Background: an optimization exercise with open tools, aiming at small area and a short achievable clock period. Do not read the settings as production practice.
Only simulation tests tie the RTL to the original design; equivalence was not proved.

==> run a <==
// vxe_fma_top
module vxe_fma_top (
  input  wire logic        clk,
  input  wire logic        nrst,
  input  wire logic        i_vld,
  input  wire logic [31:0] i_a,
  input  wire logic [31:0] i_x,
  input  wire logic [31:0] i_b,
  input  wire logic [3:0]  i_tag,
  output      logic        o_vld,
  output      logic [31:0] o_res,
  output      logic        o_ovf,
  output      logic [3:0]  o_tag,
  output      logic        o_busy
);
clock: 10.0 ns
lec_check: 0
cap_margin: 50
core_margin: 2
core_utilization: 40
slew_margin: 70
synth_hierarchical: 1
synth_minimum_keep_size: 0
standard.sh (not shown) runs the stock make flow with config.mk's settings and CLKGATE_MAP_FILE= SYNTH_SCRIPT=/design/flow/synth_recipe.tcl, a recipe that flattens the netlist after the stock synthesis.
==> flow/flow/run.sh <==
#!/bin/bash
# The standard layout, with timing repair asked to leave extra setup margin so
# that it sizes and buffers the pipeline stages for the period the design
# reaches rather than for the 10 ns clock. Clock and constraints are unchanged.
set -euo pipefail
bash standard.sh SETUP_SLACK_MARGIN=6.8 finish > flow_make.log 2>&1
==> inputs of run b, as changes to run a <==
--- a/flow/design.v
+++ b/flow/design.v
@@ -2403,16 +2403,68 @@
   logic sum2130;
   logic sum2131;
   logic sum2132;
   logic sum2133;
   logic sum2134;
   logic sum2135;
   logic sum2136;
   logic sum2137;
+  logic c472138;
+  logic nz2139;
+  logic nz2140;
+  logic nz2141;
+  logic nz2142;
+  logic nz2143;
+  logic nz2144;
+  logic nz2145;
+  logic nz2146;
+  logic nz2147;
+  logic nz2148;
+  logic nz2149;
+  logic nz2150;
+  logic nz2151;
+  logic nz2152;
+  logic nz2153;
+  logic nz2154;
+  logic nz2155;
+  logic q0_2156;
+  logic q0_2157;
+  logic q0_2158;
+  logic q0_2159;
+  logic q0_2160;
+  logic q0_2161;
+  logic q0_2162;
+  logic q0_2163;
+  logic q0_2164;
+  logic q0_2165;
+  logic q0_2166;
+  logic q0_2167;
+  logic q0_2168;
+  logic q0_2169;
+  logic q0_2170;
+  logic q0_2171;
+  logic q1_2172;
+  logic q1_2173;
+  logic q1_2174;
+  logic q1_2175;
+  logic q1_2176;
+  logic q1_2177;
+  logic q1_2178;
+  logic q1_2179;
+  logic q1_2180;
+  logic q1_2181;
+  logic q1_2182;
+  logic q1_2183;
+  logic q1_2184;
+  logic q1_2185;
+  logic q1_2186;
+  logic q1_2187;
+  logic all02188;
+  logic all12189;
   assign pp1 = (one_q[0] & a_q[0]) ^ neg_q[0];
   assign pp2 = ((one_q[0] & a_q[1]) | (two_q[0] & a_q[0])) ^ neg_q[0];
   assign pp3 = ((one_q[0] & a_q[2]) | (two_q[0] & a_q[1])) ^ neg_q[0];
   assign pp4 = ((one_q[0] & a_q[3]) | (two_q[0] & a_q[2])) ^ neg_q[0];
   assign pp5 = ((one_q[0] & a_q[4]) | (two_q[0] & a_q[3])) ^ neg_q[0];
   assign pp6 = ((one_q[0] & a_q[5]) | (two_q[0] & a_q[4])) ^ neg_q[0];
   assign pp7 = ((one_q[0] & a_q[6]) | (two_q[0] & a_q[5])) ^ neg_q[0];
   assign pp8 = ((one_q[0] & a_q[7]) | (two_q[0] & a_q[6])) ^ neg_q[0];
@@ -3852,16 +3904,68 @@
   assign sum2130 = ~(p1916 ^ g2084);
   assign sum2131 = p1918 ^ g2088;
   assign sum2132 = ~(p1920 ^ g2090);
   assign sum2133 = ~(p1922 ^ g2092);
   assign sum2134 = p1924 ^ g2096;
   assign sum2135 = p1926 ^ g2100;
   assign sum2136 = ~(p1928 ^ g2102);
   assign sum2137 = ~(p1930 ^ g2104);
+  assign c472138 = g2044;
+  assign nz2139 = r3_47_0 ^ r3_47_1;
+  assign nz2140 = r3_48_0 ^ r3_48_1;
+  assign nz2141 = r3_49_0 ^ r3_49_1;
+  assign nz2142 = r3_50_0 ^ r3_50_1;
+  assign nz2143 = r3_51_0 ^ r3_51_1;
+  assign nz2144 = r3_52_0 ^ r3_52_1;
+  assign nz2145 = r3_53_0 ^ r3_53_1;
+  assign nz2146 = r3_54_0 ^ r3_54_1;
+  assign nz2147 = r3_55_0 ^ r3_55_1;
+  assign nz2148 = r3_56_0 ^ r3_56_1;
+  assign nz2149 = r3_57_0 ^ r3_57_1;
+  assign nz2150 = r3_58_0 ^ r3_58_1;
+  assign nz2151 = r3_59_0 ^ 1'b0;
+  assign nz2152 = r3_60_0 ^ r3_60_1;
+  assign nz2153 = r3_61_0 ^ 1'b0;
+  assign nz2154 = r3_62_0 ^ r3_62_1;
+  assign nz2155 = 1'b1 ^ 1'b0;
+  assign q0_2156 = (nz2140) ~^ ((r3_47_0 & r3_47_1) | ((r3_47_0 | r3_47_1) & (nz2139)));
+  assign q0_2157 = (nz2141) ~^ ((r3_48_0 & r3_48_1) | ((r3_48_0 | r3_48_1) & (nz2140)));
+  assign q0_2158 = (nz2142) ~^ ((r3_49_0 & r3_49_1) | ((r3_49_0 | r3_49_1) & (nz2141)));
+  assign q0_2159 = (nz2143) ~^ ((r3_50_0 & r3_50_1) | ((r3_50_0 | r3_50_1) & (nz2142)));
+  assign q0_2160 = (nz2144) ~^ ((r3_51_0 & r3_51_1) | ((r3_51_0 | r3_51_1) & (nz2143)));
+  assign q0_2161 = (nz2145) ~^ ((r3_52_0 & r3_52_1) | ((r3_52_0 | r3_52_1) & (nz2144)));
+  assign q0_2162 = (nz2146) ~^ ((r3_53_0 & r3_53_1) | ((r3_53_0 | r3_53_1) & (nz2145)));
+  assign q0_2163 = (nz2147) ~^ ((r3_54_0 & r3_54_1) | ((r3_54_0 | r3_54_1) & (nz2146)));
+  assign q0_2164 = (nz2148) ~^ ((r3_55_0 & r3_55_1) | ((r3_55_0 | r3_55_1) & (nz2147)));
+  assign q0_2165 = (nz2149) ~^ ((r3_56_0 & r3_56_1) | ((r3_56_0 | r3_56_1) & (nz2148)));
+  assign q0_2166 = (nz2150) ~^ ((r3_57_0 & r3_57_1) | ((r3_57_0 | r3_57_1) & (nz2149)));
+  assign q0_2167 = (nz2151) ~^ ((r3_58_0 & r3_58_1) | ((r3_58_0 | r3_58_1) & (nz2150)));
+  assign q0_2168 = (nz2152) ~^ ((r3_59_0 & 1'b0) | ((r3_59_0 | 1'b0) & (nz2151)));
+  assign q0_2169 = (nz2153) ~^ ((r3_60_0 & r3_60_1) | ((r3_60_0 | r3_60_1) & (nz2152)));
+  assign q0_2170 = (nz2154) ~^ ((r3_61_0 & 1'b0) | ((r3_61_0 | 1'b0) & (nz2153)));
+  assign q0_2171 = (nz2155) ~^ ((r3_62_0 & r3_62_1) | ((r3_62_0 | r3_62_1) & (nz2154)));
+  assign q1_2172 = (~nz2140) ~^ ((r3_47_0 & r3_47_1) | ((r3_47_0 | r3_47_1) & (~nz2139)));
+  assign q1_2173 = (~nz2141) ~^ ((r3_48_0 & r3_48_1) | ((r3_48_0 | r3_48_1) & (~nz2140)));
+  assign q1_2174 = (~nz2142) ~^ ((r3_49_0 & r3_49_1) | ((r3_49_0 | r3_49_1) & (~nz2141)));
+  assign q1_2175 = (~nz2143) ~^ ((r3_50_0 & r3_50_1) | ((r3_50_0 | r3_50_1) & (~nz2142)));
+  assign q1_2176 = (~nz2144) ~^ ((r3_51_0 & r3_51_1) | ((r3_51_0 | r3_51_1) & (~nz2143)));
+  assign q1_2177 = (~nz2145) ~^ ((r3_52_0 & r3_52_1) | ((r3_52_0 | r3_52_1) & (~nz2144)));
+  assign q1_2178 = (~nz2146) ~^ ((r3_53_0 & r3_53_1) | ((r3_53_0 | r3_53_1) & (~nz2145)));
+  assign q1_2179 = (~nz2147) ~^ ((r3_54_0 & r3_54_1) | ((r3_54_0 | r3_54_1) & (~nz2146)));
+  assign q1_2180 = (~nz2148) ~^ ((r3_55_0 & r3_55_1) | ((r3_55_0 | r3_55_1) & (~nz2147)));
+  assign q1_2181 = (~nz2149) ~^ ((r3_56_0 & r3_56_1) | ((r3_56_0 | r3_56_1) & (~nz2148)));
+  assign q1_2182 = (~nz2150) ~^ ((r3_57_0 & r3_57_1) | ((r3_57_0 | r3_57_1) & (~nz2149)));
+  assign q1_2183 = (~nz2151) ~^ ((r3_58_0 & r3_58_1) | ((r3_58_0 | r3_58_1) & (~nz2150)));
+  assign q1_2184 = (~nz2152) ~^ ((r3_59_0 & 1'b0) | ((r3_59_0 | 1'b0) & (~nz2151)));
+  assign q1_2185 = (~nz2153) ~^ ((r3_60_0 & r3_60_1) | ((r3_60_0 | r3_60_1) & (~nz2152)));
+  assign q1_2186 = (~nz2154) ~^ ((r3_61_0 & 1'b0) | ((r3_61_0 | 1'b0) & (~nz2153)));
+  assign q1_2187 = (~nz2155) ~^ ((r3_62_0 & r3_62_1) | ((r3_62_0 | r3_62_1) & (~nz2154)));
+  assign all02188 = q0_2156 & q0_2157 & q0_2158 & q0_2159 & q0_2160 & q0_2161 & q0_2162 & q0_2163 & q0_2164 & q0_2165 & q0_2166 & q0_2167 & q0_2168 & q0_2169 & q0_2170 & q0_2171;
+  assign all12189 = q1_2172 & q1_2173 & q1_2174 & q1_2175 & q1_2176 & q1_2177 & q1_2178 & q1_2179 & q1_2180 & q1_2181 & q1_2182 & q1_2183 & q1_2184 & q1_2185 & q1_2186 & q1_2187;
   always_ff @(posedge clk)
   begin
     tag2 <= tag1;
     tag3 <= tag2;
     r2_0_0 <= pp1;
     r2_0_1 <= neg_q[0];
     r2_1_0 <= pp2;
     r2_2_0 <= s546;
@@ -4106,17 +4210,17 @@
     r3_60_1 <= r2_60_1;
     r3_61_0 <= r2_61_0;
     r3_62_0 <= r2_62_0;
     r3_62_1 <= r2_62_1;
   end
   logic [47:0] sum;
   assign sum = {sum2137, sum2136, sum2135, sum2134, sum2133, sum2132, sum2131, sum2130, sum2129, sum2128, sum2127, sum2126, sum2125, sum2124, sum2123, sum2122, sum2121, sum2120, sum2119, sum2118, sum2117, sum2116, sum2115, sum2114, sum2113, sum2112, sum2111, sum2110, slo_q[19], slo_q[18], slo_q[17], slo_q[16], slo_q[15], slo_q[14], slo_q[13], slo_q[12], slo_q[11], slo_q[10], slo_q[9], slo_q[8], slo_q[7], slo_q[6], slo_q[5], slo_q[4], slo_q[3], slo_q[2], slo_q[1], slo_q[0]};
   logic ovf;
-  assign ovf = ~((&sum[47:31]) | ~(|sum[47:31]));
+  assign ovf = ~((c472138 ~^ nz2139) ? all02188 : all12189);
   logic [31:0] sum4;
   logic        ovf4, sgn4;
   always_ff @(posedge clk)
   begin
     sum4  <= sum[31:0];
     ovf4  <= ovf;
     sgn4  <= sum[47];
     tag4  <= tag3;
==> flow/flow/run.sh (replaced) <==
#!/bin/bash
set -euo pipefail
bash standard.sh \
  SETUP_SLACK_MARGIN=6.9 \
  MATCH_CELL_FOOTPRINT=0 \
  "BUFFER_PORTS_ARGS=-buffer_cell sky130_fd_sc_hd__buf_2" \
  finish > flow_make.log 2>&1
Settings changed: CAP_MARGIN 50 to 20, SLEW_MARGIN 70 to 20.
==> impl_metrics.yaml <==
layout:
  clock_buffers: 69
setup_path:
  r2r_end: "r2_33_3"
outcome:
  status: "complete, no violations"
die:
  taps: 1050
global_route:
  use_met2_pct: 38.21
-- figures above: run a

==> impl_metrics.yaml <==
global_route:
  use_met2_pct: 38.54
outcome:
  status: "complete, no violations"
setup_path:
  cpMostUsedCell: "fa_1"
  r2r_end: "r2_31_3"
place:
  place_inst: 3852
layout:
  clock_buffers: 67
die:
  taps: 1060
-- figures above: run b

==> separate check: timing with driven ports <==
In the flow no input, the clock included, has a driving cell. The finished layouts below were timed again as built, in two steps. Step 1 assumes that a clkbuf_16 drives the clock port and a buf_2 every other input. Step 2 times the ports against the registers' clock, not the clock port: input delays grow and output delays shrink by t, the midpoint of the rising clock arrivals with the driver on. a / b / c = ideal / step 1 / step 2; a / b = the first two.
run	t (ns)	slack for setup (ns)	pins driven straight from the clock port
run a	0.659	6.787 / 6.779 / 6.787	1
run b	0.684	6.876 / 6.836 / 6.876	1
After both steps every run listed still meets setup and hold.
